Context: an optimization exercise on an open-source flow, tuned for a short achievable clock period and few clock cycles per item. The choices shown serve that exercise and are no tape-out recipe. The RTL was checked by simulation tests, not by an equivalence proof against the original design. Power figures rest on the tool's default switching activity, not on a simulated workload.

Design dcache_top, start of the top module:
module dcache_top (
    input  logic               CLK,
    input  logic               nRST,
    input  logic               dmem_ren,
    input  logic               dmem_wen,
    input  mem_bus_pkg::word_t dmem_addr,
    input  mem_bus_pkg::word_t dmem_store,
    input  logic               halt,
    input  mem_bus_pkg::word_t wb_dat_r,
    input  logic               wb_ack,
    output mem_bus_pkg::word_t dmem_load,
    output logic               dhit,
    output logic               flushed,
    output logic               wb_cyc,
    output logic               wb_stb,
    output logic               wb_we,
    output mem_bus_pkg::word_t wb_adr,
    output mem_bus_pkg::word_t wb_dat_w
);
    localparam int NWB = 4;               
    logic [15:0] valid_q;
    logic [15:0] dirty_q;
    logic [7:0]  lru_q;                   
    logic [25:0] tag_q  [16];
    logic [31:0] data_q [32];
    logic        dhit_q;
    logic [31:0] load_q;
    logic        p_wen;
    logic [3:0]  p_frame;
    logic        p_blk;
    logic [31:0] p_store;
    logic        acc_q;
    logic [25:0] acc_tag;
    logic        f_busy;
    logic [3:0]  f_frame;
    logic [1:0]  f_have;                  
    logic        stb_q;
  ...
For scale: roughly 8900 cells after synthesis, roughly 2100 flip-flops, roughly 0.12 mm^2 of cells after synthesis.
Settings: LEC_CHECK=0, CAP_MARGIN=30, CORE_MARGIN=2, CORE_UTILIZATION=40, SETUP_SLACK_MARGIN=5, SLEW_MARGIN=20; clock period 9.0 ns.
run.sh (not shown) runs the stock make flow with config.mk's settings and CLKGATE_MAP_FILE= SYNTH_SCRIPT=/design/flow/synth_recipe.tcl, a recipe that flattens the netlist after the stock synthesis.
Testbench counts at the start, summed over its fixed seeds: cycles 15,652, accesses 4,800.
Change:
--- a/flow/design.v
+++ b/flow/design.v
@@ -131,36 +131,30 @@
         for (int i = 0; i < NWB; i++) begin
             if (wv[i] && wb_a[i] == dmem_addr[31:3]) hazard = 1'b1;
         end
     end
     logic miss_q;                         
     logic hazard_q;
     logic wr_avail;
     logic first_slot;
     logic acc_first;
     logic acc_wait;
     assign can_bus    = !stb_q || (wb_ack && !k_rd1);
     assign wr_avail   = stb_q ? a_v : i_v;
-    localparam int PB = 8;
-    logic [15:0] pmatch;
+    localparam int PB = 6;
     logic pm0;
     logic pm1;
     logic pmiss;
-    always_comb begin
-        for (int f = 0; f < 16; f++) begin
-            pmatch[f] = valid_q[f] && (tag_q[f][PB-1:0] == tag[PB-1:0]);
-        end
-    end
-    assign pm0   = pmatch[{1'b0, idx}];
-    assign pm1   = pmatch[{1'b1, idx}];
+    assign pm0   = valid_q[{1'b0, idx}] && tag_q[{1'b0, idx}][PB-1:0] == tag[PB-1:0];
+    assign pm1   = valid_q[{1'b1, idx}] && tag_q[{1'b1, idx}][PB-1:0] == tag[PB-1:0];
     assign pmiss = !pm0 && !pm1;
     assign first_slot = ev && !miss_q && can_bus && (!wr_avail || (pmiss && !(vdirty && wv[NWB-1])));
     logic phazard;
     always_comb begin
         phazard = 1'b0;
         for (int i = 0; i < NWB; i++) begin
             if (wv[i] && wb_a[i][7:0] == dmem_addr[10:3]) phazard = 1'b1;
         end
     end
     assign acc_first  = first_slot && !hit && !(vdirty && wv[NWB-1]) && !phazard;
     assign acc_wait   = ev && miss_q && can_bus && !(vdirty && wv[NWB-1]) && !hazard_q;
     assign accept     = acc_first || acc_wait;
@@ -418,24 +412,24 @@
         if (acc_q) tag_q[f_frame] <= acc_tag;
         for (int i = 0; i < NWB; i++) begin
             if (wb_push && !wv_sh[i] && (i == 0 || wv_sh[i > 0 ? i - 1 : 0])) begin
                 wb_a[i]  <= {tag_q[f_frame], f_frame[2:0]};
                 wb_d0[i] <= data_q[{f_frame, 1'b0}];
                 wb_d1[i] <= data_q[{f_frame, 1'b1}];
             end else if (wb_pop && i < NWB - 1) begin
                 wb_a[i]  <= wb_a[i < NWB - 1 ? i + 1 : i];
                 wb_d0[i] <= wb_d0[i < NWB - 1 ? i + 1 : i];
                 wb_d1[i] <= wb_d1[i < NWB - 1 ? i + 1 : i];
             end
         end
-        if ((k_rd1 || k_rd2) && !f_have[adr_q[2]]) data_q[{f_frame, adr_q[2]}] <= wb_dat_r;
+        if (rd_ack && !f_have[adr_q[2]]) data_q[{f_frame, adr_q[2]}] <= wb_dat_r;
         if (dhit_q && p_wen) data_q[{p_frame, p_blk}] <= p_store;
     end
     assign dhit      = dhit_q;
     assign dmem_load = load_q;
     assign flushed   = flushed_q;
     assign wb_cyc    = stb_q;
     assign wb_stb    = stb_q;
     assign wb_we     = we_q;
     assign wb_adr    = adr_q;
     assign wb_dat_w  = dat_q;
 endmodule
Effect: Worst setup slack is better by 0.046 ns; utilization rises by 0.44 points; total power stays flat; critical path depth does not change; sequential share of layout area falls by 0.90 points.
Testbench counts after the change, summed over its fixed seeds: cycles 15,675, accesses 4,800.

==> port drivers added, routing unchanged <==
The results above use ideal ports. As a check the final layouts listed here were re-extracted and re-timed, cells and wires unchanged. Step 1: set_driving_cell puts a clkbuf_16 on CLK and a buf_2 on each other input, an assumption about the parent block. Step 2 also shifts input and output timing later by t, the mid clock arrival at the registers, as if the neighbouring blocks saw the same clock. a / b / c = ideal / step 1 / step 2; a / b = the first two.
run | t, ns | setup slack, ns | cell pins on the clock port's net
the first run | 1.008 | 4.802 / 4.802 / 3.916 | 1
the second run | 1.042 | 4.848 / 4.667 / 3.625 | 1
After both steps setup and hold are still met in every run listed. The setup slack of the second run, which loses most, moves by -0.181 ns with the drivers and by -1.223 ns with both steps.
